Source: an optimization exercise on an open RTL-to-GDS flow (aim: small area, a short achievable clock period and few clock cycles per item). Production flows keep margins and buffers that such runs may drop. RTL that was checked went through simulation tests only; none was proved equivalent to the original. The RTL of run 1 was laid out without a check of its function. No activity file was given, so power comes from the tool's default toggle rates.

==> design/flow/design.v <==
`timescale 1ns/1ps
`default_nettype none
module env_step_top (
    input  wire         i_clk,
    input  wire         i_rstn,
    input  wire  [31:0] i_mem_rdata,
    output logic [5:0]  o_mem_addr,
    output logic [31:0] o_mem_wdata,
    output logic        o_mem_we
);
    localparam logic [5:0] ACT_ADDR  = 6'd16;
    localparam logic [5:0] FLAG_ADDR = 6'd17;
    localparam logic [5:0] OBS_ADDR  = 6'd18;
    localparam logic [5:0] RWD_ADDR  = 6'd34;
    localparam logic [5:0] DONE_ADDR = 6'd35;
    localparam logic [3:0] S_POLLA0  = 4'd7;  
    localparam logic [3:0] S_POLLF   = 4'd1;  
    localparam logic [3:0] S_POLLA   = 4'd2;  
    localparam logic [3:0] S_LOAD    = 4'd3;  
    localparam logic [3:0] S_WRITE   = 4'd4;  
    localparam logic [3:0] S_RWD     = 4'd5;
    localparam logic [3:0] S_DONE    = 4'd6;
    localparam logic [3:0] S_CLEAR   = 4'd0;
    localparam logic [3:0] S_RA      = 4'd8;   
    localparam logic [3:0] S_RB      = 4'd9;   
    localparam logic [3:0] S_RESTART = 4'd10;  
    logic [31:0] ring [16];
    logic [15:0] v1;        
    logic [31:0] w;         
    logic [15:0] ad;        
    logic [15:0] oh;        
    logic [15:0] oh_nxt;    
    logic [15:0] oh_nxt2;   
    logic        act_q;     
    logic        w_step_q;  
    logic        verify_q;  
    logic [3:0]  ph;
    logic [3:0]  st;
    logic [3:0]  cnt;
    logic        loaded;    
    logic        ins;       
    logic [5:0]  addr_q;
    logic        we_q;
    assign o_mem_addr  = addr_q;
    assign o_mem_wdata = w;
    assign o_mem_we    = we_q;
    function automatic logic [15:0] inc16(input logic [15:0] x);
        for (int i = 0; i < 16; i++) inc16[i] = x[i] ^ (&(x | ~((16'd1 << i) - 16'd1)));
    endfunction
    function automatic logic [15:0] dec16(input logic [15:0] x);
        for (int i = 0; i < 16; i++) dec16[i] = x[i] ^ (&(~x | ~((16'd1 << i) - 16'd1)));
    endfunction
    logic               act;   
    logic [15:0]        pos_n;
    logic signed [15:0] wpos;
    logic               wdone;
    logic               flag_set, reload, mismatch, keep;
    logic               load_ad;   
    logic [15:0]        ad_n;
    logic [31:0]        rwd_word, w_other;
    always_comb begin
        for (int i = 0; i < 16; i++) oh[i]     = (ph == 4'(i));
        for (int i = 0; i < 16; i++) oh_nxt[i] = (ph == 4'((i + 15) % 16));
        for (int i = 0; i < 16; i++) oh_nxt2[i] = (ph == 4'((i + 14) % 16));
    end
    assign act   = load_ad ? |(oh_nxt & i_mem_rdata[15:0]) : act_q;
    assign pos_n = ring[0][31:16] + v1;
    assign wpos  = w[31:16];
    assign wdone = (wpos > 16'sd1000) || (wpos < -16'sd1000);
    assign flag_set = (i_mem_rdata != '0);
    assign reload   = (i_mem_rdata == 32'd2) || !loaded;
    assign mismatch = verify_q && (i_mem_rdata[15:0] != ad);
    assign keep     = (st == S_WRITE) && !mismatch;  
    always_comb begin
        ad_n = ad;
        for (int i = 0; i < 16; i++) begin
            if (st == S_WRITE && oh[(i + 1) % 16]) ad_n[i] = wdone;
        end
    end
    always_comb begin
        rwd_word = '0;
        for (int i = 0; i < 16; i++) rwd_word[2*i] = ~ad_n[i];
    end
    always_comb begin
        if (st == S_WRITE)    w_other = rwd_word;
        else if (st == S_RWD) w_other = {16'd0, ad};
        else                  w_other = '0;
    end
    always_ff @(posedge i_clk) begin
        for (int j = 0; j < 16; j++) ring[j] <= ring[(j + 1) % 16];
        if (ins)  ring[1]  <= i_mem_rdata;
        if (keep) ring[14] <= w;
        v1 <= act ? inc16(ring[1][15:0]) : dec16(ring[1][15:0]);
        act_q <= |(oh_nxt2 & (load_ad ? i_mem_rdata[15:0] : ad));
        if (load_ad) ad <= i_mem_rdata[15:0];
        else         ad <= ad_n;
        if (w_step_q) w <= {pos_n, v1};
        else          w <= w_other;
    end
    logic [3:0] st_n;
    logic [3:0] cnt_n;
    logic [5:0] addr_n;
    logic       we_n;
    always_comb begin
        st_n   = st;
        cnt_n  = cnt + 4'd1;
        addr_n = ACT_ADDR;
        we_n   = 1'b0;
        case (st)
            S_POLLA0: begin
                st_n   = S_POLLF;
                addr_n = FLAG_ADDR;
            end
            S_POLLF: begin
                st_n   = S_POLLA;
                addr_n = ACT_ADDR;
            end
            S_POLLA: begin
                if (!flag_set) begin
                    st_n   = S_POLLF;
                    addr_n = FLAG_ADDR;
                end else if (reload) begin
                    st_n   = S_LOAD;
                    cnt_n  = '0;
                    addr_n = {2'b00, ph + 4'd4};
                end else begin
                    st_n   = S_WRITE;
                    cnt_n  = '0;
                    addr_n = OBS_ADDR + {2'b00, ph};
                    we_n   = 1'b1;
                end
            end
            S_LOAD: begin
                addr_n = {2'b00, ph + 4'd4};
                if (cnt == 4'd15) begin
                    st_n   = S_WRITE;
                    addr_n = OBS_ADDR + {2'b00, ph};
                    we_n   = 1'b1;
                end
            end
            S_RA: begin
                st_n = S_RB;
            end
            S_RB: begin
                st_n = S_RESTART;
            end
            S_RESTART: begin
                st_n   = S_WRITE;
                cnt_n  = '0;
                addr_n = OBS_ADDR + {2'b00, ph};
                we_n   = 1'b1;
            end
            S_WRITE: begin
                addr_n = OBS_ADDR + {2'b00, ph};
                we_n   = 1'b1;
                if (mismatch) begin
                    st_n   = S_RA;
                    addr_n = ACT_ADDR;
                    we_n   = 1'b0;
                end else if (cnt == 4'd15) begin
                    st_n   = S_RWD;
                    addr_n = RWD_ADDR;
                end
            end
            S_RWD: begin
                st_n   = S_DONE;
                addr_n = DONE_ADDR;
                we_n   = 1'b1;
            end
            S_DONE: begin
                st_n   = S_CLEAR;
                addr_n = FLAG_ADDR;
                we_n   = 1'b1;
            end
            default: begin  
                st_n   = S_POLLA0;
                addr_n = ACT_ADDR;
            end
        endcase
    end
    always_ff @(posedge i_clk) begin
        cnt      <= cnt_n;
        addr_q   <= addr_n;
        ins      <= (st == S_LOAD);
        load_ad  <= (st_n == S_POLLF) || (st_n == S_LOAD && cnt_n == 4'd0) || (st_n == S_RB);
        verify_q <= (st == S_POLLA) && flag_set && !reload;
        w_step_q <= !((st == S_WRITE && cnt >= 4'd14) || st == S_RWD);
    end
    always_ff @(posedge i_clk or negedge i_rstn) begin
        if (!i_rstn) begin
            st     <= S_CLEAR;
            ph     <= '0;
            loaded <= 1'b0;
            we_q   <= 1'b0;
        end else begin
            st   <= st_n;
            ph   <= ph + 4'd1;
            we_q <= we_n;
            if (st == S_LOAD && cnt == 4'd15) loaded <= 1'b1;
        end
    end
endmodule
`default_nettype wire
==> design/flow/run.sh <==
#!/bin/bash
# synth_recipe.tcl (not shown) runs the flow's synth.tcl, then flattens the netlist and writes it again
# the make line also repeats each setting of config.mk as NAME=value (left out here)
make -C /OpenROAD-flow-scripts/flow DESIGN_CONFIG=/design/flow/config.mk WORK_HOME=/design/flow/orfs CLKGATE_MAP_FILE= SYNTH_SCRIPT=/design/flow/synth_recipe.tcl finish
==> design/flow/config.mk <==
export PLATFORM = sky130hd
export DESIGN_NAME = env_step_top
export DESIGN_NICKNAME = env_step_top
export VERILOG_FILES = /design/flow/design.v
export SDC_FILE = /design/flow/constraint.sdc
export NUM_CORES = 4
export LEC_CHECK = 0
export CAP_MARGIN = 20
export CORE_MARGIN = 2
export CORE_UTILIZATION = 40
export CTS_CLUSTER_DIAMETER = 80
export CTS_CLUSTER_SIZE = 30
export SETUP_SLACK_MARGIN = 3.0
export SLEW_MARGIN = 20
==> design/flow/constraint.sdc <==
create_clock -name core_clock -period 4.5 [get_ports {i_clk}]
set_input_delay 0.9000 -clock core_clock [delete_from_list [all_inputs] [get_ports {i_clk}]]
set_output_delay 0.9000 -clock core_clock [all_outputs]
set_load 0.01 [all_outputs]
==> results.txt, run 1 <==
Synth area leaders dfxtp_1 72%, mux2_2 4.7%, ha_1 2.1%; Post-synth EDFFs 0; grt met3 use 2.681%; final count of hold timing violations 0; hold crit path type reg -> reg; critical path endpoint category flip-flop; Synth Cell Area 0.01635 mm²; Warnings, synthesis 2; layout cells sized above 1 34.35%; Synth Flop Type dfxtp_1; Die Wd 206.2 µm; grt met1 use 22.24%; 1st-iter DRT viols 681; Pre-antenna DRT Iters 5; cts hold-fix bufs 0; nets@finish 1462; worst slew pin tran 0.6579 ns; Layout area overhead 26.89%; global-route wire length before repair 51.46 mm; CTS tree built; initial antenna violation count 0; vias in the first global route 8698; most frequent cell after synthesis dfxtp_1; most crowded layer after global routing met2; Worst Path Arrival 3.19 ns; Placed Instances 1790; CTS H-tree lvls 1; sequential element share of the synthesized area 73.88%; worst vdd ir 359.4 µV; placed cell areas 0.01803 mm²; crit path max fanout 6; worst path required time 5.02 ns; core box area 0.04055 mm²; fill count 3416; Setup violations, final 0; Commonest cells post-synth 591 x dfxtp_1, 74 x nand2_1, 68 x mux2_2; final WL 35.09 mm; Slew headroom 55.80%; area share of the largest cell type after synthesis 72.35%; Initial Utilization 40.32%; vias per cell 4.743; Ports 73; cell taking the most area after synthesis dfxtp_1; Remaining Overflow, GRT 0; fin area 0.02075 mm²; met2 Use GR 25.92%; post-synth cell types 71; max_cap viols 0; row count 74; Post-Syn Nets 1279; post-synthesis register bit count 601; DP Worst Slack 0.6568 ns; DRC 0; DP HPWL 21.14 mm; Wirelength per Cell 18.08 µm; Layout Cells excl Fill 1941; cell count of the worst reg-to-reg path 9; Tmin final 2.675 ns; period utilization 59.46%; FF-to-FF setup slack 1.82 ns; hold path depth 0; PD cells 674.9 mW/mm²; Mapped Cells 1216; Pleak 0.008492 µW; setup ws final 1.825 ns; fin. max-slew vios 0; port buffer count 72; Die Area 0.04252 mm²; DR vias 9206; outcome complete, no violations; Antenna diodes 0; CTS root buffer clkbuf_16; GRT Util Overall 16.15%; Worst Setup Path Type reg -> reg; Max Fclk 373.8 MHz; CTS buffer count 26; Clock Sink Count 601; setup TNS 0 ns; CTS max path bufs 3; clock slew at reported path FFs 0.11 ns; pin count of the biggest net entering global routing 46; Final ANT Viol Nets 0; CP startpoint kind flip-flop; Setup Skew 0.03230 ns; syn_area_per_cell 13.45 µm²; RSZ-0062 raised after global routing true; Async SR Flop Fraction 1.664%; total power 14010 µW; gp weighted congestion 0.8608; Die Y 206.2 µm; Clk Latency, worst-skew pair 0.60 ns
[routing by layer]
metal | up-vias | share of wire (%)
li1 | 4475 | -
met1 | 4421 | 46
met2 | 245 | 46
met3 | 65 | 4.5
met4 | 0 | 3.7
met5 | - | 0
[worst max-delay path, stage by stage, from the launching register on]
cell,delay [ns]
dfrtp_2,0.46
buf_6,0.13
ha_4,0.17
a222oi_1,0.28
o21ai_1,0.17
o41ai_4,0.55
nand4_4,0.26
nand2b_4,0.24
mux2i_2,0.19
xor2_1,0.16
[power breakdown]
group	leakage (µW)	switching (µW)	internal [µW]
sequential	0.00510	843	7170
clock	0.000400	1630	1250
combinational	0.00299	1410	1710
[through the flow]
step / utilization (%) / hold slack, ns
2_1_floorplan: - / 0.3095
3_3_place_gp: 44.46 / 0.3097
3_5_place_dp: 44.46 / 0.3121
4_1_cts: 49.47 / 0.3161
5_1_grt: 51.17 / 0.3280
6_report: 51.17 / 0.3193
[worst paths after layout]
kind / startpoint / end
min in group asynchronous: i_rstn / loaded
setup / recovery: ph[0] / v1[13]
hold reg to reg: ring[11][11] / ring[10][11]
hold / removal: ring[11][11] / ring[10][11]
max in group asynchronous: i_rstn / st[1]
setup reg to reg: ph[0] / v1[13]
[state kept, by name (all words and copies together), names as in the netlist, 4 cells and up]
name	flops
ring	512
w	32
ad	16
v1	16
addr_q	6
cnt	4
ph	4
st	4
[repair_timing]
action	in CTS	in global routing
gates cloned	6	3
endpoints found under the setup margin	151	146
pin swaps	63	54
resized for setup	449	102
buffers inserted	68	36
[cell usage in the layout (no fill, tap or decap), types with 6 or more instances in the layout]
cell	netlist	layout
dfxtp_1	591	532
nand2_1	74	69
buf_6	1	68
mux2_2	68	66
buf_4	1	65
dfxtp_2	0	42
nor2_1	39	34
clkbuf_16	0	30
o21ai_1	1	25
mux2i_1	30	23
inv_1	26	22
nand3_1	37	22
xnor2_1	35	20
o21ai_0	49	18
a21oi_1	23	17
dfxtp_4	0	17
xnor2_2	0	15
ha_1	28	15
nand3_2	0	14
xor2_1	14	14
ha_4	0	11
buf_12	0	11
nor4_4	0	10
buf_2	3	10
nand2b_1	12	9
clkbuf_4	0	9
nand4_1	8	8
nand2b_4	1	8
a22o_1	8	8
dlygate4sd2_1	0	7
mux2i_4	0	6
o21ai_2	0	6
dfrtp_2	0	6
[cell type report]
type	instances	area [µm²]	area share [%]
flip-flops and latches	601	12210	58.84
multi-input cells	555	5006	24.12
repair buffers	189	1931	9.304
clock buffers	29	683.2	3.292
well taps	532	665.6	3.208
clock inverters	9	158.9	0.7657
inverters	26	97.59	0.4703
[cell families (layout without fill, tap and decap cells)]
family | count (synthesis) | count (layout) | share of synthesized area, %
muxes | 98 | 98 | 6.519
AOI/OAI and AO/OA | 141 | 141 | 5.807
and+or+nand+nor | 234 | 238 | 7.345
buffers and inverters | 64 | 253 | 1.561
xor gates and xnor gates | 49 | 49 | 2.624
adders and majority gates | 29 | 29 | 2.265
DFF | 601 | 601 | 73.88
==> run 2: changes to the inputs <==
--- a/design/flow/design.v
+++ b/design/flow/design.v
@@ -59,9 +59,10 @@
     logic [15:0]        ad_n;
     logic [31:0]        rwd_word, w_other;
     always_comb begin
-        for (int i = 0; i < 16; i++) oh[i]     = (ph == 4'(i));
-        for (int i = 0; i < 16; i++) oh_nxt[i] = (ph == 4'((i + 15) % 16));
-        for (int i = 0; i < 16; i++) oh_nxt2[i] = (ph == 4'((i + 14) % 16));
+        for (int i = 0; i < 16; i++) begin
+            oh[i]      = oh_nxt[(i + 1) % 16];
+            oh_nxt2[i] = oh_nxt[(i + 15) % 16];
+        end
     end
     assign act   = load_ad ? |(oh_nxt & i_mem_rdata[15:0]) : act_q;
     assign pos_n = ring[0][31:16] + v1;
@@ -92,6 +93,7 @@
         if (keep) ring[14] <= w;
         v1 <= act ? inc16(ring[1][15:0]) : dec16(ring[1][15:0]);
         act_q <= |(oh_nxt2 & (load_ad ? i_mem_rdata[15:0] : ad));
+        for (int i = 0; i < 16; i++) oh_nxt[i] <= (ph == 4'((i + 14) % 16));
         if (load_ad) ad <= i_mem_rdata[15:0];
         else         ad <= ad_n;
         if (w_step_q) w <= {pos_n, v1};
==> results.txt, run 2 <==
post-synthesis register bit count 617; sequential element share of the synthesized area 73.98%; Clk Latency, worst-skew pair 0.60 ns; fin. max-slew vios 0; cts hold-fix bufs 0; Max Fclk 422.5 MHz; Final ANT Viol Nets 0; Remaining Overflow, GRT 0; Commonest cells post-synth 607 x dfxtp_1, 69 x nand2_1, 69 x o21ai_0; vias per cell 4.847; pin count of the biggest net entering global routing 52; met2 Use GR 27.30%; DP HPWL 24.05 mm; Post-Syn Nets 1298; RSZ-0062 raised after global routing true; CTS max path bufs 3; Setup Skew 0.03700 ns; final count of hold timing violations 0; Ports 73; row count 74; final WL 38.33 mm; critical path endpoint category flip-flop; Synth Cell Area 0.01676 mm²; CTS buffer count 28; Warnings, synthesis 2; worst slew pin tran 0.5999 ns; post-synth cell types 64; setup ws final 2.133 ns; CP startpoint kind flip-flop; CTS root buffer clkbuf_16; Post-synth EDFFs 0; fill count 3499; max_cap viols 0; clock slew at reported path FFs 0.10 ns; top flop regs ring: 512 flops, w: 32 flops; Setup violations, final 0; CTS H-tree lvls 1; Tmin final 2.367 ns; hold crit path type reg -> reg; cell taking the most area after synthesis dfxtp_1; total power 13510 µW; largest reg by FF count ring; Layout area overhead 28.48%; Async SR Flop Fraction 1.621%; most frequent cells in the layout 531 x dfxtp_1, 75 x buf_6, 57 x buf_4, 52 x dfxtp_2, 51 x nand2_1; Pleak 0.008835 µW; Synth area leaders dfxtp_1 72%, mux2_2 2.5%, mux2_4 2.4%; DRC 0; grt met1 use 23.37%; grt met3 use 2.705%; CTS tree built; Die Y 208.7 µm; Worst Setup Path Type reg -> reg; 1st-iter DRT viols 504; vias in the first global route 9352; Pre-antenna DRT Iters 5; initial antenna violation count 0; DR vias 9475; global-route wire length before repair 56.88 mm; core box area 0.04111 mm²; period utilization 52.60%; worst path required time 4.97 ns; nets@finish 1475; Antenna diodes 0; most crowded layer after global routing met2; area share of the largest cell type after synthesis 72.49%; number of flip-flops under the largest register name 512; crit path max fanout 2; Initial Utilization 40.78%; fin util 52.39%; commonest non-fill, non-tap cell in the layout dfxtp_1; most frequent cell after synthesis dfxtp_1; worst vdd ir 345.0 µV; Mapped Cells 1235; Synth Flop Type dfxtp_1; Die Area 0.04356 mm²; layout cells sized above 1 36.47%; GRT Util Overall 17.27%; port buffer count 72; PD cells 627.3 mW/mm²; Die Wd 208.7 µm; Worst Path Arrival 2.84 ns; gp weighted congestion 0.8848; DP Worst Slack 0.8424 ns; outcome complete, no violations; setup TNS 0 ns; Clock Sink Count 617; syn_area_per_cell 13.57 µm²; Slew headroom 60.01%; Wirelength per Cell 19.61 µm
-- run 2: worst max-delay path, stage by stage (launching register included) --
cell,delay (ns)
dfxtp_4,0.41
ha_4,0.15
inv_2,0.03
fa_2,0.33
nand2b_4,0.15
a21o_1,0.19
a211oi_2,0.25
o221ai_2,0.14
o21ba_2,0.22
xnor2_1,0.13
a22o_1,0.25
-- run 2: what timing repair did --
action	4_1_cts	5_1_grt
endpoints found under the setup margin	185	151
setup buffers	60	29
endpoints found under the hold margin	0	0
gates cloned	10	0
gates resized for setup	556	118
pin swaps	68	68
-- run 2: area by class of cell --
| cell class | instances | area [µm²] | area share, % |
|---|---|---|---|
| clock buffers | 32 | 768.2 | 3.567 |
| clock inverters | 9 | 165.2 | 0.7668 |
| inverters | 35 | 138.9 | 0.6448 |
| multi-input cells | 558 | 5375 | 24.96 |
| flip-flops and latches | 617 | 12560 | 58.32 |
| well taps | 532 | 665.6 | 3.090 |
| repair buffers | 172 | 1863 | 8.650 |
-- run 2: cells by family (layout without fill, tap and decap cells) --
group           Yosys count  after routing  share of synthesized area [%]
simple gates            209            215                          6.277
flops                   617            617                          73.98
compound gates          190            191                          7.770
mux                      76             76                          5.620
fa+ha+maj                29             29                          2.209
xor+xnor                 47             47                          2.456
buf+inv                  67            248                          1.687
-- run 2: path summary, 6_finish.rpt --
path / slack, ns / end / depth (start not counted) / from
max in group asynchronous: 3.47 / st[3] / 1 / i_rstn
min in group asynchronous: 0.65 / we_q / 1 / i_rstn
min reg2reg: 0.32 / ring[12][24] / 0 / ring[13][24]
min: 0.32 / ring[12][24] / 0 / ring[13][24]
max reg2reg: 2.13 / w[28] / 10 / v1[0]
max: 2.13 / w[28] / 10 / v1[0]
-- run 2: layer usage --
| layer | part of all wire, % | vias up |
|---|---|---|
| li1 | - | 4554 |
| met1 | 46 | 4601 |
| met2 | 45 | 233 |
| met3 | 4.7 | 87 |
| met4 | 4.8 | 0 |
| met5 | 0 | - |
-- run 2: where the power goes --
part           switching, µW  internal [µW]  total (µW)
clock network           1700           1340        3040
registers                635           6880        7510
logic                   1360           1600        2960
total                   3700           9810       13500
-- run 2: per-stage QoR --
step / instances / hold WS [ns] / cell area, µm²
after detailed placement: 1815 / 0.3120 / 18450
after global routing: 1955 / 0.3279 / 21540
after floorplan: 1235 / 0.3095 / 17200
after CTS: 1926 / 0.3254 / 20830
after global placement: 1815 / 0.3099 / 18450
final: 1955 / 0.3218 / 21540
Testbench counts of run 2, summed over its fixed seeds: cycles 38,280, steps 1,600.
==> run 3: changes to the inputs <==
--- a/design/flow/config.mk
+++ b/design/flow/config.mk
@@ -5,10 +5,11 @@
 export SDC_FILE = /design/flow/constraint.sdc
 export NUM_CORES = 4
 export LEC_CHECK = 0
+export ABC_AREA = 1
 export CAP_MARGIN = 20
 export CORE_MARGIN = 2
 export CORE_UTILIZATION = 40
 export CTS_CLUSTER_DIAMETER = 80
 export CTS_CLUSTER_SIZE = 30
-export SETUP_SLACK_MARGIN = 3.0
+export SETUP_SLACK_MARGIN = 2.6
 export SLEW_MARGIN = 20
==> results.txt, run 3 <==
top flop regs ring: 512 flops, w: 32 flops; period utilization 44.62%; CTS buffer count 26; final WL 36.39 mm; Synth Flop Type dfxtp_1; Clock Power Share 21.1%; layout cells sized above 1 19.17%; Setup Skew 0.02921 ns; CP delay by family, top flip-flops; Remaining Overflow, GRT 0; Combinational Power Share 18.2%; 1st-iter DRT viols 718; Crit path buffers/inverters 1; vias per cell 4.647; worst vdd ir 325.8 µV; hold path depth 0; outcome complete, no violations; worst path required time 3.60 ns; setup TNS 0 ns; fin. max-slew vios 0; row count 75; Clk Latency, worst-skew pair 0.59 ns; fin util 47.87%; hold_ws 0.3197 ns; area share of the largest cell type after synthesis 71.55%; core box area 0.04195 mm²; Flop pwr share 60.7%; global-route wire length before repair 55.68 mm; gp weighted congestion 0.8898; Switch Pwr 3784 µW; CP startpoint kind flip-flop; post-synthesis register bit count 617; Mapped Cells 1560; critical path endpoint category primary output; Worst Path Arrival 1.11 ns; Setup violations, final 0; most frequent cells in the layout 560 x dfxtp_1, 359 x nand2_1, 112 x inv_1, 63 x nor2_1; largest reg by FF count ring; Commonest cells post-synth 607 x dfxtp_1, 375 x nand2_1, 125 x inv_1; number of flip-flops under the largest register name 512; Die Wd 210.1 µm; initial antenna violation count 1; hold crit path type reg -> reg; Final ANT Viol Nets 0; fill count 3738; GRT Util Overall 16.31%; Layout area overhead 18.22%; PD cells 681.5 mW/mm²; nets@finish 1758; max_cap viols 0; Internal 9899 µW; final count of hold timing violations 0; Slew headroom 61.61%; slowest stage delay, CP 0.39 ns; Synth area leaders dfxtp_1 72%, nand2_1 8.3%, inv_1 2.8%; cell count of the worst reg-to-reg path 11; CP Cell Sequence buf_2; pin count of the biggest net entering global routing 34; Crit. path cell count 1; crit path max fanout 1; CTS max path bufs 3; Sw Share 27.65%; Synth Cell Area 0.01698 mm²; Tmin final 2.008 ns; Pre-antenna DRT Iters 6; Die Y 210.1 µm; CTS tree built; CTS root buffer clkbuf_16; Wirelength per Cell 16.21 µm; vias in the first global route 9924; DRC 0; Warnings, synthesis 2; Post-Syn Nets 1623; Die Area 0.04412 mm²; CTS H-tree lvls 1; commonest non-fill, non-tap cell in the layout dfxtp_1; Max Fclk 498.1 MHz; Clock Sink Count 617; Initial Utilization 40.49%; RSZ-0062 raised after global routing true; DR vias 10432; Worst Setup Path Type reg -> out; Pleak 0.009069 µW; Post-synth EDFFs 0; cell taking the most area after synthesis dfxtp_1; clock slew at reported path FFs 0.11 ns; sequential element share of the synthesized area 73.02%; port buffer count 72; Antenna diodes 0; most frequent cell after synthesis dfxtp_1; post-synth cell types 45; Crit-path slowest cell dfrtp_1; worst slew pin tran 0.5740 ns; syn_area_per_cell 10.89 µm²; Async SR Flop Fraction 1.621%; DP HPWL 23.98 mm; Ports 73
-- run 3: changes by cell type after synthesis, moves of 24 or more --
cell,previous run,this run
nand2_1,69,375
xnor2_1,38,2
mux2_4,27,0
inv_1,35,125
mux2_2,37,13
and2_1,24,0
nor2_1,29,80
a21oi_1,25,52
nand3_1,14,43
-- run 3: cell type report --
type,instances,area [µm²],share of cell area [%]
Multi-Input combinational cell,785,4392,21.87
Timing Repair Buffer,130,1147,5.714
Timing Repair inverter,1,5.005,0.02493
Clock buffer,30,686.9,3.421
Clock inverter,9,140.1,0.6979
Inverter,134,546.8,2.723
Sequential cell,617,12490,62.19
Tap cell,539,674.4,3.359
-- run 3: per-layer routing --
layer	track usage (%)	vias to the layer above	wire, µm
li1	-	5202	-
met2	27.28	236	16750
met4	5.087	2	976
met5	0	-	13
met1	22.26	4924	17020
met3	1.847	68	1626
-- run 3: worst paths after layout --
kind,from,end,slack [ns]
worst max-delay path,we_q,o_mem_we,2.49
worst min-delay path,ring[1][16],ring[0][16],0.32
worst max register to register,v1[0],w[24],2.66
worst min register to register,ring[1][16],ring[0][16],0.32
max in group asynchronous,i_rstn,st[3],3.42
min in group asynchronous,i_rstn,st[2],0.66
-- run 3: worst register-to-register path, cell delays in order, from the launching register on --
cell     delay, ns
dfxtp_4       0.39
ha_4          0.13
inv_2         0.04
fa_2          0.35
inv_2         0.08
nand3_2       0.07
nand2_2       0.11
a21oi_4       0.08
o21ai_1       0.16
a21oi_1       0.09
o21ai_0       0.09
o21ai_1       0.11
-- run 3: power by group through the flow --
stage | logic [µW] | clock network, µW | registers [µW]
floorplan | 1310 | 0 | 8020
global placement | 2020 | 0 | 8340
detailed placement | 2050 | 0 | 8360
CTS | 2320 | 2960 | 8310
global route | 2790 | 3170 | 8510
finish | 2490 | 2880 | 8310
-- run 3: kinds of logic after synthesis --
family / count (synthesis) / synth area share (%)
mux: 13 / 0.8619
compound gates: 178 / 6.181
xor+xnor: 14 / 0.7220
fa+ha+maj: 29 / 2.181
simple gates: 546 / 13.14
flops: 617 / 73.02
buf+inv: 163 / 3.897
-- run 3: per-stage QoR --
| step | worst slack, ns | instances | power (µW) | instance area, µm² |
|---|---|---|---|---|
| after floorplan | 2.556 | 1560 | 9330 | 17040 |
| after CTS | 2.459 | 2228 | 13600 | 19810 |
| after global placement | 1.065 | 2145 | 10360 | 18300 |
| after detailed placement | 1.044 | 2145 | 10410 | 18300 |
| final | 2.492 | 2245 | 13680 | 20080 |
| after global routing | 2.443 | 2245 | 14470 | 20080 |
-- run 3: what timing repair did --
item                                    CTS  global route
endpoints found under the setup margin  138           125
pin swaps                                33            43
resized for setup                       370           104
hold buffers                              0             0
cloned                                    5             1
setup buffers                            39            16
==> run 4: changes to the inputs <==
--- a/design/flow/config.mk
+++ b/design/flow/config.mk
@@ -11,5 +11,5 @@
 export CORE_UTILIZATION = 40
 export CTS_CLUSTER_DIAMETER = 80
 export CTS_CLUSTER_SIZE = 30
-export SETUP_SLACK_MARGIN = 2.6
+export SETUP_SLACK_MARGIN = 2.7
 export SLEW_MARGIN = 20
==> results.txt, run 4 <==
outcome complete, no violations; gp weighted congestion 0.8685; 1st-iter DRT viols 746; Setup Skew 0.02070 ns; Layout area overhead 20.63%; hold crit path type reg -> reg; FF+latch area 0.01252 mm²; crit path max fanout 1; Switch Pwr 3945 µW; PD cells 679.2 mW/mm²; Wirelength per Cell 16.35 µm; Sw Share 28.35%; total power 13920 µW; cell taking the most area after synthesis dfxtp_1; Crit path buffers/inverters 1; Pre-antenna DRT Iters 5; sequential element share of the synthesized area 73.02%; CP Cell Sequence buf_2; largest reg by FF count ring; final count of hold timing violations 0; Post-synth EDFFs 0; post-synthesis register bit count 617; Setup violations, final 0; Async SR Flop Fraction 1.621%; core box area 0.04195 mm²; CTS tree built; CTS buffer count 27; Synth Cell Area 0.01698 mm²; worst path required time 3.60 ns; setup ws final 2.508 ns; syn_area_per_cell 10.89 µm²; CP startpoint kind flip-flop; final WL 36.76 mm; DP HPWL 24.26 mm; CTS H-tree lvls 1; Synth area leaders dfxtp_1 72%, nand2_1 8.3%, inv_1 2.8%; worst vdd ir 285.5 µV; row count 75; clock slew at reported path FFs 0.10 ns; Ports 73; worst slew pin tran 0.6030 ns; Post-Syn Nets 1623; post-synth cell types 45; Final ANT Viol Nets 0; Commonest cells post-synth 607 x dfxtp_1, 375 x nand2_1, 125 x inv_1; cts hold-fix bufs 0; Remaining Overflow, GRT 0; DR vias 10408; most frequent cells in the layout 542 x dfxtp_1, 350 x nand2_1, 106 x inv_1, 56 x nor2_1, 52 x dfxtp_2; Clock Sink Count 617; global-route wire length before repair 56.10 mm; slowest stage delay, CP 0.38 ns; Max Fclk 501.9 MHz; port buffer count 72; layout cells sized above 1 23.26%; Internal 9970 µW; critical path endpoint category primary output; Mapped Cells 1560; DRC 0; pin count of the biggest net entering global routing 38; Worst Setup Path Type reg -> out; Die Y 210.1 µm; area occupied by multi-input gates 0.004658 mm²; vias per cell 4.630; RSZ-0062 raised after global routing true; DP Worst Slack 0.9507 ns; vias in the first global route 10033; most frequent cell after synthesis dfxtp_1; hold_ws 0.3255 ns; Pleak 0.009171 µW; number of flip-flops under the largest register name 512; period utilization 44.28%; Synth Flop Type dfxtp_1; fill count 3726; Warnings, synthesis 2; Initial Utilization 40.49%; Die Wd 210.1 µm; Clock Power Share 20.7%; Tmin final 1.992 ns; CTS root buffer clkbuf_16; CP delay by family, top flip-flops; Worst Path Arrival 1.09 ns; Slew headroom 59.80%; top flop regs ring: 512 flops, w: 32 flops; setup TNS 0 ns; Crit-path slowest cell dfrtp_1; fin. max-slew vios 0; Combinational Power Share 19.4%; CTS max path bufs 3; Clk Latency, worst-skew pair 0.58 ns; Die Area 0.04412 mm²; area share of the largest cell type after synthesis 71.55%; initial antenna violation count 4; GRT Util Overall 16.58%; nets@finish 1760; Flop pwr share 59.9%; commonest non-fill, non-tap cell in the layout dfxtp_1; max_cap viols 0
## run 4: cell counts after synthesis
No cell type changed its count.
## run 4: per-layer routing
| metal | global-route usage (%) | wire (µm) | vias to the layer above |
|---|---|---|---|
| met3 | 2.190 | 1526 | 99 |
| met4 | 7.679 | 1770 | 4 |
| li1 | - | - | 5201 |
| met5 | 0 | 30 | - |
| met2 | 26.68 | 16400 | 246 |
| met1 | 22.32 | 17030 | 4858 |
## run 4: cell families after synthesis
kind of cell | after synthesis | synth area share [%]
DFF | 617 | 73.02
and+or+nand+nor | 546 | 13.14
AOI/OAI and AO/OA | 178 | 6.181
buffers and inverters | 163 | 3.897
adders and majority gates | 29 | 2.181
xor gates and xnor gates | 14 | 0.7220
muxes | 13 | 0.8619
## run 4: timing repair
action                     in CTS  in global routing
gates cloned                    7                  0
setup buffers                  41                 13
gates resized for setup       451                122
setup endpoints to repair     138                126
pin swaps                      44                 42
## run 4: stage by stage
step | instances | util, % | instance area, µm²
after detailed placement | 2146 | 43.86 | 18400
final | 2248 | 48.84 | 20490
after floorplan | 1560 | - | 17170
after global placement | 2146 | 43.86 | 18400
after global routing | 2247 | 48.84 | 20480
after CTS | 2233 | 47.84 | 20070
## run 4: area by class of cell
class                   instances  area share [%]
clock buffers                  31           3.524
clock inverters                 8          0.5802
flip-flops and latches        617           61.12
repair inverters                1         0.07939
repair buffers                130           5.802
well taps                     539           3.292
diodes                          2         0.02443
multi-input cells             786           22.74
inverters                     134           2.846
## run 4: final timing paths
| path | from | end | slack, ns | depth (start not counted) |
|---|---|---|---|---|
| worst min-delay path | ring[13][29] | ring[12][29] | 0.33 | 0 |
| worst min register to register | ring[13][29] | ring[12][29] | 0.33 | 0 |
| max in group asynchronous | i_rstn | st[1] | 3.45 | 1 |
| worst max-delay path | we_q | o_mem_we | 2.51 | 1 |
| min in group asynchronous | i_rstn | st[3] | 0.66 | 1 |
| worst max register to register | v1[0] | w[28] | 2.72 | 13 |
## run 4: power by group through the flow
stage,Sequential (µW),Clock (µW),Combinational (µW)
3_3_place_gp,8310,0,2060
4_1_cts,8340,2970,2430
6_report,8340,2880,2700
2_1_floorplan,8020,0,1320
3_5_place_dp,8350,0,2090
5_1_grt,8530,3160,3010
==> run 5: changes to the inputs <==
--- a/design/flow/config.mk
+++ b/design/flow/config.mk
@@ -11,5 +11,5 @@
 export CORE_UTILIZATION = 40
 export CTS_CLUSTER_DIAMETER = 80
 export CTS_CLUSTER_SIZE = 30
-export SETUP_SLACK_MARGIN = 2.7
+export SETUP_SLACK_MARGIN = 2.3
 export SLEW_MARGIN = 20
==> results.txt, run 5 <==
CTS root buffer clkbuf_16; Die Wd 210.1 µm; Remaining Overflow, GRT 0; most used cell, CP buf_4; most frequent cells in the layout 588 x dfxtp_1, 370 x nand2_1, 122 x inv_1, 68 x nor2_1, 52 x o21ai_0; worst path required time 4.97 ns; worst slew pin tran 0.6039 ns; Die Area 0.04412 mm²; slowest stage delay, CP 0.45 ns; cell taking the most area after synthesis dfxtp_1; DP HPWL 24.70 mm; clock slew at reported path FFs 0.11 ns; Max Fclk 454.8 MHz; Setup Skew 0.01979 ns; largest reg by FF count ring; Layout area overhead 15.17%; Setup violations, final 0; commonest non-fill, non-tap cell in the layout dfxtp_1; worst vdd ir 304.0 µV; GRT Util Overall 16.18%; layout cells sized above 1 9.467%; Pleak 0.008968 µW; Slew headroom 59.70%; post-synthesis register bit count 617; PD cells 672.2 mW/mm²; Crit-path slowest cell clkdlybuf4s50_1; 1st-iter DRT viols 788; most frequent cell after synthesis dfxtp_1; Die Y 210.1 µm; sequential element share of the synthesized area 73.02%; CP Cell Sequence clkdlybuf4s50_1 -> inv_2 -> o21ai_0 -> nor3_2 -> nand3_2 -> nand2_4 -> buf_4 -> buf_4 -> xor2_1; Post-synth EDFFs 0; setup TNS 0 ns; grt met1 use 22.21%; gp weighted congestion 0.9071; pin count of the biggest net entering global routing 39; Pre-antenna DRT Iters 5; Synth Flop Type dfxtp_1; fin. max-slew vios 0; grt met3 use 2.160%; post-synth cell types 45; global-route wire length before repair 54.68 mm; vias in the first global route 9779; Clk Latency, worst-skew pair 0.58 ns; number of flip-flops under the largest register name 512; outcome complete, no violations; met2 Use GR 26.22%; FF+latch area 0.01243 mm²; CP delay by family, top buffers and inverters; Warnings, synthesis 2; core box area 0.04195 mm²; Worst Setup Path Type in -> reg; CP startpoint kind primary input; cts hold-fix bufs 0; CTS tree built; Crit path buffers/inverters 4; most crowded layer after global routing met2; vias per cell 4.626; DR vias 10223; Wirelength per Cell 16.43 µm; crit path max fanout 4; hold crit path type reg -> reg; max_cap viols 0; port buffer count 72; row count 75; Post-Syn Nets 1623; DRC 0; Synth area leaders dfxtp_1 72%, nand2_1 8.3%, inv_1 2.8%; Mapped Cells 1560; Synth Cell Area 0.01698 mm²; final WL 36.32 mm; final count of hold timing violations 0; initial antenna violation count 5; top flop regs ring: 512 flops, w: 32 flops; syn_area_per_cell 10.89 µm²; Worst Path Arrival 2.67 ns; period utilization 48.86%; placed cell areas 0.01825 mm²; origin of the worst setup path i_mem_rdata[8]; min-delay src ring[7][2]; fin area 0.01956 mm²; critical path endpoint category flip-flop; Commonest cells post-synth 607 x dfxtp_1, 375 x nand2_1, 125 x inv_1; Initial Utilization 40.49%; R2R Path Start load_ad; area occupied by multi-input gates 0.004119 mm²; Ports 73; CTS H-tree lvls 1; CTS max path bufs 3; Tmin final 2.199 ns; nets@finish 1721; Async SR Flop Fraction 1.621%; RSZ-0062 raised after global routing true; CTS buffer count 26; Clock Sink Count 617; fill count 3815; area share of the largest cell type after synthesis 71.55%; Final ANT Viol Nets 0
==> run 5: layout make-up <==
class	instances	share of cell area, %
Timing Repair Buffer	93	4.778
Antenna cell	2	0.02559
Sequential cell	617	63.55
Multi-Input combinational cell	784	21.06
Timing Repair inverter	2	0.08316
Inverter	134	2.738
Clock buffer	32	3.761
Tap cell	539	3.448
Clock inverter	7	0.5565
==> run 5: through the flow <==
step           hold WS (ns)  worst slack (ns)  std cells  power (µW)  util [%]
6_report             0.3233             2.301       2210       13150     46.63
5_1_grt              0.3315             2.232       2210       13910     46.63
4_1_cts              0.3278             2.117       2195       13250     45.98
3_5_place_dp         0.3121             1.083       2145       10420     43.50
3_3_place_gp         0.3097             1.137       2145       10360     43.50
2_1_floorplan        0.3096             2.506       1560        9325         -
==> run 5: metal layers <==
metal / vias up / part of all wire, %
met4: 4 / 3.2
met1: 4767 / 47
met3: 68 / 4.9
met5: - / 0.063
li1: 5127 / -
met2: 257 / 45
==> run 5: cells by family (layout without fill, tap and decap cells) <==
kind of cell | count (synthesis) | after routing | share of synthesized area [%]
AO/OA/AOI/OAI | 178 | 178 | 6.181
XOR/XNOR | 14 | 14 | 0.7220
adder cells (fa/ha/maj) | 29 | 29 | 2.181
buffers and inverters | 163 | 268 | 3.897
flip-flops | 617 | 617 | 73.02
multiplexers | 13 | 13 | 0.8619
other | 0 | 2 | 0
AND/OR/NAND/NOR | 546 | 550 | 13.14
==> run 5: worst reg2reg max path: cells and delay by family (launching register included) <==
| kind | cells | cell delay, ns |
|---|---|---|
| flip-flops | 1 | 0.32 |
| AND/OR/NAND/NOR | 3 | 0.58 |
| AO/OA/AOI/OAI | 1 | 0.17 |
| buffers and inverters | 3 | 0.59 |
| XOR/XNOR | 1 | 0.29 |
==> run 5: power by group <==
part	leakage, µW	switching (µW)	internal, µW
clock	0.000412	1630	1260
sequential	0.00523	789	7430
combinational	0.00332	1200	844
==> run 5: final timing paths <==
check	slack, ns	endpoint	depth (start not counted)
max	2.30	v1[1]	9
max reg2reg	2.43	v1[1]	8
min reg2reg	0.32	ring[6][2]	0
min in group asynchronous	0.67	st[3]	1
min	0.32	ring[6][2]	0
max in group asynchronous	3.45	st[0]	1
==> run 5: timing repair <==
item | CTS | global route
setup buffers | 8 | 10
setup endpoints to repair | 116 | 91
resized for setup | 92 | 46
gates cloned | 3 | 3
pin swaps | 4 | 16
==> run 6: changes to the inputs <==
--- a/design/flow/config.mk
+++ b/design/flow/config.mk
@@ -8,8 +8,8 @@
 export ABC_AREA = 1
 export CAP_MARGIN = 20
 export CORE_MARGIN = 2
-export CORE_UTILIZATION = 40
+export CORE_UTILIZATION = 50
 export CTS_CLUSTER_DIAMETER = 80
 export CTS_CLUSTER_SIZE = 30
-export SETUP_SLACK_MARGIN = 2.3
+export SETUP_SLACK_MARGIN = 2.5
 export SLEW_MARGIN = 20
==> results.txt, run 6 <==
FF-to-FF setup slack 2.53 ns; Slew headroom 47.99%; commonest non-fill, non-tap cell in the layout dfxtp_1; Remaining Overflow, GRT 0; DRC 0; Crit. path cell count 1; post-synthesis register bit count 617; core box area 0.03353 mm²; Crit-path slowest cell dfrtp_1; Final ANT Viol Nets 0; syn_area_per_cell 10.89 µm²; Post-Syn Nets 1623; Ports 73; Clk Latency, worst-skew pair 0.58 ns; Post-synth EDFFs 0; CTS root buffer clkbuf_16; CTS buffer count 26; Synth Cell Area 0.01698 mm²; row count 67; total power 13230 µW; number of flip-flops under the largest register name 512; vias per cell 4.790; Commonest cells post-synth 607 x dfxtp_1, 375 x nand2_1, 125 x inv_1; final WL 34.88 mm; setup TNS 0 ns; critical path endpoint category primary output; fin. max-slew vios 0; Mapped Cells 1560; Pleak 0.008981 µW; pin count of the biggest net entering global routing 32; Setup Skew 0.02186 ns; period utilization 44.19%; Pre-antenna DRT Iters 5; RSZ-0062 raised after global routing true; 1st-iter DRT viols 606; CP delay by family, top flip-flops; GRT Util Overall 19.77%; layout cells sized above 1 15.21%; worst path required time 3.60 ns; post-synth cell types 45; Setup violations, final 0; Synth Flop Type dfxtp_1; port buffer count 72; slowest stage delay, CP 0.38 ns; nets@finish 1737; Initial Utilization 50.65%; CP endpoint o_mem_we; Die Y 188.3 µm; worst slew pin tran 0.7801 ns; Wirelength per Cell 16.37 µm; fill count 2863; Die Wd 188.3 µm; hold crit path type reg -> reg; Worst Path Arrival 1.09 ns; Worst Setup Path Type reg -> out; initial antenna violation count 0; area share of the largest cell type after synthesis 71.55%; max_cap viols 0; clock slew at reported path FFs 0.11 ns; Die Area 0.03546 mm²; largest reg by FF count ring; DR vias 10207; cell count of the worst reg-to-reg path 6; global-route wire length before repair 54.12 mm; CP startpoint kind flip-flop; Antenna diodes 0; Async SR Flop Fraction 1.621%; CTS tree built; R2R Path Start st[3]; crit path max fanout 1; Worst R2R End w[12]; most frequent cells in the layout 568 x dfxtp_1, 366 x nand2_1, 119 x inv_1, 64 x nor2_1, 53 x o21ai_0; origin of the worst setup path we_q; top flop regs ring: 512 flops, w: 32 flops; CTS max path bufs 3; CP Cell Sequence buf_2; outcome complete, no violations; Tmin final 1.988 ns; Warnings, synthesis 2; vias in the first global route 9795; DP HPWL 23.13 mm; worst vdd ir 354.9 µV; gp weighted congestion 0.9040; Layout area overhead 14.93%; Crit path buffers/inverters 1; Max Fclk 502.9 MHz; most frequent cell after synthesis dfxtp_1; sequential element share of the synthesized area 73.02%; PD cells 677.6 mW/mm²; cell taking the most area after synthesis dfxtp_1; final count of hold timing violations 0; Clock Sink Count 617; CTS H-tree lvls 1; cts hold-fix bufs 0; Synth area leaders dfxtp_1 72%, nand2_1 8.3%, inv_1 2.8%
[run 6: cell counts after synthesis]
No cell type changed its count.
[run 6: layer usage]
layer	routed length (µm)	track usage, %	vias to the layer above	part of all wire (%)
met2	15480	31.63	230	44
met4	1329	6.701	0	3.8
met5	0	0	-	0
met3	1480	2.552	71	4.2
li1	-	-	5161	-
met1	16590	27.86	4745	48
[run 6: layout make-up]
class | count | area [µm²] | share of cell area [%]
timing repair inverter | 2 | 21.27 | 0.1090
timing repair buffer | 107 | 892.1 | 4.570
inverter | 134 | 539.3 | 2.763
tap | 448 | 560.5 | 2.872
sequential | 617 | 12470 | 63.91
clock buffer | 32 | 704.4 | 3.609
multi-input combinational | 786 | 4230 | 21.67
clock inverter | 5 | 97.59 | 0.5000
[run 6: power breakdown]
| part | leakage (µW) | switching (µW) | internal, µW |
|---|---|---|---|
| Sequential | 0.00524 | 799 | 7460 |
| Combinational | 0.00336 | 1220 | 970 |
| Clock | 0.000385 | 1620 | 1150 |
| Total | 0.00898 | 3650 | 9580 |
[run 6: worst min path at each step]
stage                            from          end  slack (ns)  cells past startpoint
after detailed placement  ring[1][30]  ring[0][30]        0.31                      0
final                      ring[4][0]   ring[3][0]        0.31                      0
after CTS                  ring[4][0]   ring[3][0]        0.31                      0
after global routing       ring[4][0]   ring[3][0]        0.31                      0
after global placement     ring[6][4]   ring[5][4]        0.31                      0
after floorplan           ring[1][16]  ring[0][16]        0.31                      0
[run 6: per-stage QoR]
step / cell area [µm²] / hold WS (ns) / utilization, % / worst slack, ns / cells
finish: 19520 / 0.3132 / 58.21 / 2.512 / 2131
floorplan: 16980 / 0.3096 / - / 2.506 / 1560
global route: 19520 / 0.3133 / 58.21 / 2.458 / 2131
global placement: 18140 / 0.3097 / 54.10 / 1.188 / 2055
detailed placement: 18140 / 0.3121 / 54.10 / 1.130 / 2055
CTS: 19300 / 0.3136 / 57.54 / 2.453 / 2118
[run 6: kinds of logic (layout without fill, tap and decap cells)]
group	count (synthesis)	after routing	synth area share [%]
muxes	13	13	0.8619
AOI/OAI and AO/OA	178	179	6.181
adders and majority gates	29	29	2.181
buffers and inverters	163	280	3.897
xor gates and xnor gates	14	14	0.7220
and+or+nand+nor	546	551	13.14
DFF	617	617	73.02
[run 6: what timing repair did]
item | 4_1_cts | 5_1_grt
hold endpoints to repair | 0 | 0
cloned | 7 | 1
gates resized for setup | 289 | 91
setup endpoints to repair | 132 | 87
buffers inserted | 19 | 12
pin swaps | 23 | 31
==> run 7: changes to the inputs <==
--- a/design/flow/config.mk
+++ b/design/flow/config.mk
@@ -8,7 +8,7 @@
 export ABC_AREA = 1
 export CAP_MARGIN = 20
 export CORE_MARGIN = 2
-export CORE_UTILIZATION = 50
+export CORE_UTILIZATION = 60
 export CTS_CLUSTER_DIAMETER = 80
 export CTS_CLUSTER_SIZE = 30
 export SETUP_SLACK_MARGIN = 2.5
==> results.txt, run 7 <==
DRC 0; Combinational Power Share 16.6%; row count 61; commonest non-fill, non-tap cell in the layout dfxtp_1; Post-synth EDFFs 0; Initial Utilization 60.97%; Wirelength per Cell 16.60 µm; Ports 73; Async SR Flop Fraction 1.621%; Clock Power Share 19.4%; Commonest cells post-synth 607 x dfxtp_1, 375 x nand2_1, 125 x inv_1; pin count of the biggest net entering global routing 39; clock slew at reported path FFs 0.11 ns; fin util 68.88%; Die Area 0.02967 mm²; vias in the first global route 9637; Remaining Overflow, GRT 0; RSZ-0062 raised after global routing true; Setup violations, final 0; Slew headroom 54.62%; Switch Pwr 3521 µW; Crit path buffers/inverters 1; critical path endpoint category primary output; outcome complete, no violations; DR vias 10280; Synth Flop Type dfxtp_1; Sw Share 27.34%; Antenna diodes 0; CP Cell Sequence buf_2; CTS H-tree lvls 1; sequential element share of the synthesized area 73.02%; period utilization 43.87%; Internal 9358 µW; final count of hold timing violations 0; DP HPWL 22.79 mm; slowest stage delay, CP 0.38 ns; core box area 0.02786 mm²; Mapped Cells 1560; syn_area_per_cell 10.89 µm²; fin. max-slew vios 0; worst vdd ir 522.2 µV; Crit-path slowest cell dfrtp_1; most frequent cell after synthesis dfxtp_1; Layout area overhead 12.98%; worst slew pin tran 0.6807 ns; area occupied by multi-input gates 0.004161 mm²; gp weighted congestion 0.8770; CP startpoint kind flip-flop; CTS max path bufs 3; layout cells sized above 1 14.50%; Tmin final 1.974 ns; cts hold-fix bufs 0; largest reg by FF count ring; cell taking the most area after synthesis dfxtp_1; Setup Skew 0.02490 ns; CTS buffer count 24; CTS tree built; Pleak 0.008888 µW; Die Wd 172.2 µm; post-synth cell types 45; Worst Setup Path Type reg -> out; CP delay by family, top flip-flops; crit path max fanout 1; 1st-iter DRT viols 792; Post-Syn Nets 1623; nets@finish 1742; post-synthesis register bit count 617; top flop regs ring: 512 flops, w: 32 flops; GRT Util Overall 23.27%; Synth area leaders dfxtp_1 72%, nand2_1 8.3%, inv_1 2.8%; Clk Latency, worst-skew pair 0.57 ns; Max Fclk 506.6 MHz; worst path required time 3.60 ns; CTS root buffer clkbuf_16; Synth Cell Area 0.01698 mm²; Pre-antenna DRT Iters 7; fill count 2131; Final ANT Viol Nets 0; most frequent cells in the layout 569 x dfxtp_1, 369 x nand2_1, 117 x inv_1, 71 x nor2_1, 51 x o21ai_0; hold crit path type reg -> reg; area share of the largest cell type after synthesis 71.55%; Clock Sink Count 617; Worst Path Arrival 1.07 ns; final WL 34.21 mm; port buffer count 72; max_cap viols 0; initial antenna violation count 1; FF+latch area 0.01246 mm²; Die Y 172.2 µm; Flop pwr share 64.0%; setup TNS 0 ns; number of flip-flops under the largest register name 512; vias per cell 4.988; Warnings, synthesis 2; PD cells 671.2 mW/mm²; global-route wire length before repair 52.36 mm
-- run 7: stage by stage --
step                std cells  setup slack [ns]  hold WS, ns  area [µm²]  total power (µW)
finish                   2061             2.526       0.3238       19190             12880
global route             2061             2.399       0.3308       19190             13610
CTS                      2044             2.487       0.3201       18960             12840
detailed placement       1984             1.130       0.3121       18050             10380
global placement         1984             1.162       0.3096       18050             10300
floorplan                1560             2.506       0.3096       16980              9325
-- run 7: cell type report --
class / count / share of cell area (%)
clock buffer: 27 / 3.189
timing repair inverter: 2 / 0.1109
sequential: 617 / 64.93
clock inverter: 3 / 0.1695
inverter: 134 / 2.823
timing repair buffer: 115 / 4.630
tap: 378 / 2.465
multi-input combinational: 785 / 21.69
-- run 7: cell families (layout without fill, tap and decap cells) --
| family | after synthesis | count (layout) | synth area share (%) |
|---|---|---|---|
| AND/OR/NAND/NOR | 546 | 550 | 13.14 |
| XOR/XNOR | 14 | 14 | 0.7220 |
| flip-flops | 617 | 617 | 73.02 |
| adder cells (fa/ha/maj) | 29 | 29 | 2.181 |
| buffers and inverters | 163 | 281 | 3.897 |
| AO/OA/AOI/OAI | 178 | 179 | 6.181 |
| multiplexers | 13 | 13 | 0.8619 |
-- run 7: worst paths after layout --
kind	start	to	slack, ns	cells past startpoint
worst max-delay path	we_q	o_mem_we	2.53	1
max in group asynchronous	i_rstn	st[0]	3.43	1
worst max register to register	st[3]	load_ad	2.56	10
min in group asynchronous	i_rstn	we_q	0.68	1
worst min register to register	ring[13][19]	ring[12][19]	0.32	0
worst min-delay path	ring[13][19]	ring[12][19]	0.32	0
-- run 7: power by group through the flow --
stage	Combinational, µW	Clock (µW)	Sequential [µW]
after floorplan	1300	0	8020
after global placement	2010	0	8300
after detailed placement	2040	0	8340
after CTS	2000	2580	8260
after global routing	2440	2740	8430
final	2140	2490	8240
-- run 7: metal layers --
metal,wire length (µm),global-route usage (%),vias to the layer above
met1,16090,33.31,4791
met4,1242,7.928,2
met5,11,0,-
li1,-,-,5150
met2,15200,36.67,264
met3,1663,3.044,73
-- run 7: repair_timing --
| action | in CTS | in global routing |
|---|---|---|
| cloned | 6 | 1 |
| gates resized for setup | 265 | 70 |
| buffers inserted | 24 | 16 |
| pin swaps | 16 | 28 |
| endpoints found under the setup margin | 121 | 96 |
==> run 8: changes to the inputs <==
--- a/design/flow/config.mk
+++ b/design/flow/config.mk
@@ -8,7 +8,7 @@
 export ABC_AREA = 1
 export CAP_MARGIN = 20
 export CORE_MARGIN = 2
-export CORE_UTILIZATION = 60
+export CORE_UTILIZATION = 40
 export CTS_CLUSTER_DIAMETER = 80
 export CTS_CLUSTER_SIZE = 30
 export SETUP_SLACK_MARGIN = 2.5
==> results.txt, run 8 <==
hold endpoint ring[6][2]; Top Metal Used met5; setup TNS 0 ns; Die Wd 210.1 µm; Setup violations, final 0; Crit-path slowest cell dfrtp_1; largest reg by FF count ring; clock slew at reported path FFs 0.11 ns; most frequent cells in the layout 570 x dfxtp_1, 366 x nand2_1, 116 x inv_1, 58 x nor2_1, 51 x a21oi_1; Crit path buffers/inverters 1; max_cap viols 0; syn_area_per_cell 10.89 µm²; Worst R2R End addr_q[4]; Warnings, synthesis 2; DR vias 10382; FF-to-FF setup slack 2.59 ns; RSZ-0062 raised after global routing true; number of flip-flops under the largest register name 512; Synth area leaders dfxtp_1 72%, nand2_1 8.3%, inv_1 2.8%; Post-Syn Nets 1623; outcome complete, no violations; Commonest cells post-synth 607 x dfxtp_1, 375 x nand2_1, 125 x inv_1; crit path max fanout 1; cell count of the worst reg-to-reg path 12; row count 75; Setup Skew 0.01845 ns; Slew headroom 60.95%; origin of the worst setup path we_q; Worst Setup Path Type reg -> out; Tmin final 1.992 ns; CP delay by family, top flip-flops; Met2 Routed Length 16.47 mm; layout cells sized above 1 17.07%; hold_ws 0.3212 ns; hold path depth 0; GRT Util Overall 16.61%; Worst Path Arrival 1.09 ns; worst slew pin tran 0.5857 ns; met3 WL 1.498 mm; gp weighted congestion 0.9071; 1st-iter DRT viols 713; CTS H-tree lvls 1; Post-synth EDFFs 0; slowest stage delay, CP 0.38 ns; cell taking the most area after synthesis dfxtp_1; hold crit path type reg -> reg; Synth Flop Type dfxtp_1; core box area 0.04195 mm²; M1 WL 17.30 mm; Synth Cell Area 0.01698 mm²; top flop regs ring: 512 flops, w: 32 flops; period utilization 44.27%; final WL 36.98 mm; port buffer count 72; Ports 73; fin. max-slew vios 0; global-route wire length before repair 55.95 mm; Max Fclk 502.0 MHz; R2R Path Start ad[1]; Layout area overhead 16.97%; Async SR Flop Fraction 1.621%; Pleak 0.009087 µW; min-delay src ring[7][2]; Clock Sink Count 617; Wirelength per Cell 16.51 µm; DRC 0; CTS tree built; PD cells 681.4 mW/mm²; Initial Utilization 40.49%; post-synthesis register bit count 617; Mapped Cells 1560; sequential element share of the synthesized area 73.02%; CTS root buffer clkbuf_16; vias per cell 4.635; DP HPWL 24.70 mm; commonest non-fill, non-tap cell in the layout dfxtp_1; initial antenna violation count 3; area share of the largest cell type after synthesis 71.55%; most frequent cell after synthesis dfxtp_1; critical path endpoint category primary output; final count of hold timing violations 0; CTS buffer count 26; worst path required time 3.60 ns; vias in the first global route 10023; CTS max path bufs 3; Remaining Overflow, GRT 0; worst vdd ir 304.4 µV; CP startpoint kind flip-flop; post-synth cell types 45; pin count of the biggest net entering global routing 39; Die Area 0.04412 mm²; fin util 47.36%; nets@finish 1751; Pre-antenna DRT Iters 5; CP Cell Sequence buf_2; Clk Latency, worst-skew pair 0.58 ns; Final ANT Viol Nets 0; Die Y 210.1 µm
run 8: final cells by class:
cell class / count / area (µm²)
inverters: 134 / 539.3
flip-flops and latches: 617 / 12470
well taps: 539 / 674.4
fillers: 3792 / 22080
clock buffers: 32 / 735.7
multi-input cells: 785 / 4274
clock inverters: 7 / 108.9
repair inverters: 2 / 21.27
diodes: 2 / 5.005
repair buffers: 122 / 1039
run 8: repair_timing:
action | CTS | global route
resized for setup | 298 | 96
hold buffers | 0 | 0
pin swaps | 22 | 35
gates cloned | 6 | 1
endpoints found under the setup margin | 134 | 102
buffers inserted | 32 | 15
run 8: how the worst max path moves through the flow:
stage / end / slack [ns] / cells past startpoint
floorplan: v1[5] / 2.51 / 10
global placement: load_ad / 1.14 / 15
detailed placement: load_ad / 1.08 / 15
CTS: load_ad / 2.43 / 12
global route: w[30] / 2.46 / 13
finish: o_mem_we / 2.51 / 1
run 8: cell families after synthesis:
kind of cell,Yosys count,share of synthesized area (%)
muxes,13,0.8619
adders and majority gates,29,2.181
xor gates and xnor gates,14,0.7220
DFF,617,73.02
AOI/OAI and AO/OA,178,6.181
buffers and inverters,163,3.897
and+or+nand+nor,546,13.14
run 8: where the power goes:
group / internal (µW) / switching, µW / leakage (µW)
registers: 7460 / 797 / 0.00524
clock network: 1260 / 1630 / 0.000412
logic: 1080 / 1320 / 0.00344
run 8: per-stage QoR:
| stage | cells | total power (µW) | instance area, µm² | setup WS (ns) |
|---|---|---|---|---|
| finish | 2240 | 13540 | 19870 | 2.508 |
| global route | 2240 | 14290 | 19870 | 2.459 |
| CTS | 2222 | 13460 | 19600 | 2.434 |
| detailed placement | 2145 | 10420 | 18250 | 1.083 |
| global placement | 2145 | 10360 | 18250 | 1.137 |
| floorplan | 1560 | 9325 | 16980 | 2.506 |
run 8: metal layers:
metal | GRT usage [%] | vias up
li1 | - | 5199
met1 | 22.32 | 4864
met2 | 26.70 | 224
met3 | 2.473 | 93
met4 | 7.410 | 2
met5 | 0 | -
==> run 9: changes to the inputs <==
--- a/design/flow/config.mk
+++ b/design/flow/config.mk
@@ -9,7 +9,8 @@
 export CAP_MARGIN = 20
 export CORE_MARGIN = 2
 export CORE_UTILIZATION = 40
-export CTS_CLUSTER_DIAMETER = 80
-export CTS_CLUSTER_SIZE = 30
+export CTS_BUF_LIST = sky130_fd_sc_hd__clkbuf_8
+export CTS_CLUSTER_DIAMETER = 60
+export CTS_CLUSTER_SIZE = 20
 export SETUP_SLACK_MARGIN = 2.5
 export SLEW_MARGIN = 20
==> results.txt, run 9 <==
outcome complete, no violations; sequential element share of the synthesized area 73.02%; CTS root buffer clkbuf_8; pin count of the biggest net entering global routing 39; post-synthesis register bit count 617; Commonest cells post-synth 607 x dfxtp_1, 375 x nand2_1, 125 x inv_1; Remaining Overflow, GRT 0; area occupied by multi-input gates 0.004282 mm²; Synth area leaders dfxtp_1 72%, nand2_1 8.3%, inv_1 2.8%; fin. max-slew vios 0; worst path required time 3.60 ns; Max Fclk 491.3 MHz; Setup violations, final 0; largest reg by FF count ring; top flop regs ring: 512 flops, w: 32 flops; Tmin final 2.036 ns; Layout Cells excl Fill 2254; Clock Power Share 19.5%; post-synth cell types 45; Post-synth EDFFs 0; Combinational Power Share 18.1%; Synth Cell Area 0.01698 mm²; nets@finish 1764; Die Area 0.04412 mm²; global-route wire length before repair 56.84 mm; DR vias 10505; vias in the first global route 10082; CTS H-tree lvls 2; Placed Instances 2145; Setup Skew 0.02655 ns; Clk Latency, worst-skew pair 0.63 ns; Worst Path Arrival 1.14 ns; CP Cell Sequence buf_2; 1st-iter DRT viols 766; Post-Syn Nets 1623; Sw Share 28.54%; DP HPWL 24.70 mm; DRC 0; most frequent cell after synthesis dfxtp_1; Switch Pwr 3782 µW; slowest stage delay, CP 0.38 ns; Crit path buffers/inverters 1; max_cap viols 0; commonest non-fill, non-tap cell in the layout dfxtp_1; row count 75; Slew headroom 61.62%; CTS buffer count 41; Layout area overhead 16.95%; FF+latch area 0.01248 mm²; Internal 9469 µW; Die Y 210.1 µm; CTS tree built; Clock Sink Count 617; hold_ws 0.3177 ns; PD cells 667.1 mW/mm²; fill count 3808; area share of the largest cell type after synthesis 71.55%; hold crit path type reg -> reg; Flop pwr share 62.4%; vias per cell 4.661; CP delay by family, top flip-flops; worst slew pin tran 0.5725 ns; final WL 37.51 mm; number of flip-flops under the largest register name 512; layout cells sized above 1 16.64%; CP startpoint kind flip-flop; gp weighted congestion 0.9071; critical path endpoint category primary output; Ports 73; syn_area_per_cell 10.89 µm²; Final ANT Viol Nets 0; worst vdd ir 272.3 µV; Crit-path slowest cell dfrtp_1; period utilization 45.23%; Synth Flop Type dfxtp_1; core box area 0.04195 mm²; Wirelength per Cell 16.64 µm; Initial Utilization 40.49%; total power 13250 µW; GRT Util Overall 17.08%; clock slew at reported path FFs 0.11 ns; Pleak 0.009124 µW; crit path max fanout 1; FF-to-FF setup slack 2.61 ns; Worst Setup Path Type reg -> out; initial antenna violation count 5; most frequent cells in the layout 567 x dfxtp_1, 366 x nand2_1, 121 x inv_1, 60 x nor2_1, 51 x a21oi_1; Die Wd 210.1 µm; setup TNS 0 ns; Mapped Cells 1560; port buffer count 72; Warnings, synthesis 2; Pre-antenna DRT Iters 7; CTS max path bufs 3; Async SR Flop Fraction 1.621%; RSZ-0062 raised after global routing true; cell taking the most area after synthesis dfxtp_1; final count of hold timing violations 0
run 9: cell counts after synthesis:
Identical to the previous run, type by type.
run 9: metrics by stage:
step / setup slack (ns) / area (µm²) / util, %
4_1_cts: 2.415 / 19590 / 46.70
3_5_place_dp: 1.083 / 18250 / 43.50
6_report: 2.464 / 19860 / 47.35
5_1_grt: 2.409 / 19860 / 47.35
2_1_floorplan: 2.506 / 16980 / -
3_3_place_gp: 1.137 / 18250 / 43.50
run 9: area by class of cell:
class | count | share of cell area (%)
repair buffers | 119 | 5.820
multi-input cells | 786 | 21.56
flip-flops and latches | 617 | 62.81
repair inverters | 2 | 0.1071
clock buffers | 42 | 2.910
diodes | 2 | 0.02520
clock inverters | 13 | 0.6488
well taps | 539 | 3.395
inverters | 134 | 2.728
run 9: metal layers:
layer / up-vias / routed length [µm] / GRT usage, %
met2: 262 / 17050 / 27.62
met4: 2 / 1426 / 6.383
met1: 4939 / 17170 / 22.58
met5: - / 13 / 0
li1: 5221 / - / -
met3: 81 / 1849 / 3.665
run 9: path summary, 6_finish.rpt:
check                             end  cells past startpoint       start
max                          o_mem_we                      1        we_q
min                        ring[4][9]                      0  ring[5][9]
max reg2reg                     w[30]                     13       v1[0]
min reg2reg                ring[4][9]                      0  ring[5][9]
max in group asynchronous       st[3]                      1      i_rstn
min in group asynchronous       st[3]                      1      i_rstn
run 9: logic make-up after synthesis:
| kind of cell | Yosys count | synth area share (%) |
|---|---|---|
| flip-flops | 617 | 73.02 |
| buffers and inverters | 163 | 3.897 |
| adder cells (fa/ha/maj) | 29 | 2.181 |
| multiplexers | 13 | 0.8619 |
| AO/OA/AOI/OAI | 178 | 6.181 |
| XOR/XNOR | 14 | 0.7220 |
| AND/OR/NAND/NOR | 546 | 13.14 |
run 9: what timing repair did:
action	4_1_cts	5_1_grt
hold buffers	0	0
cloned	7	1
resized for setup	313	75
endpoints found under the hold margin	0	0
pin swaps	20	29
endpoints found under the setup margin	133	122
setup buffers	32	12
run 9: power by group through the flow:
| stage | combinational (µW) | sequential, µW | clock [µW] |
|---|---|---|---|
| after CTS | 2290 | 8300 | 2690 |
| after floorplan | 1300 | 8020 | 0 |
| after detailed placement | 2070 | 8350 | 0 |
| final | 2400 | 8270 | 2580 |
| after global placement | 2040 | 8320 | 0 |
| after global routing | 2690 | 8460 | 2880 |

afterwards: timing with drivers on the ports:
The flow's constraints put no driver on any port. The routed layouts listed below were extracted and timed again, unchanged, in two steps.
Step 1, drivers: a clkbuf_16 drives i_clk and a buf_2 each remaining input, both assumed.
Step 2 adds t to the input delays and takes it off the output delays; t is the mean of the earliest and latest rising clock arrival at the registers after step 1. Input paths then give back, and output paths get back, about the clock's delay inside the block.
a / b / c = no drivers / after step 1 / after step 2; a / b = the first two.
run	t, ns	slack for setup (ns)	worst setup path at the end	latest minus earliest clock arrival (ns)	pins driven straight from the clock port
run 1	0.636	1.825 / 1.825 / 1.434	input to register	0.036 / 0.036	1
run 2	0.627	2.133 / 2.133 / 1.791	input to register	0.037 / 0.037	1
run 3	0.628	2.492 / 2.442 / 2.025	input to register	0.029 / 0.030	1
run 4	0.632	2.508 / 2.451 / 2.057	input to register	0.022 / 0.022	1
run 5	0.625	2.301 / 2.286 / 1.667	input to register	0.020 / 0.020	1
run 6	0.618	2.512 / 2.458 / 1.990	input to register	0.029 / 0.028	1
run 7	0.611	2.526 / 2.475 / 1.956	input to register	0.029 / 0.029	1
run 8	0.625	2.508 / 2.453 / 1.900	input to register	0.020 / 0.019	1
run 9	0.669	2.464 / 2.413 / 1.874	input to register	0.029 / 0.030	1
After both steps setup and hold are still met in every run listed. For run 5, which loses most, drivers alone change the setup slack by -0.015 ns; drivers and shift together by -0.634 ns.
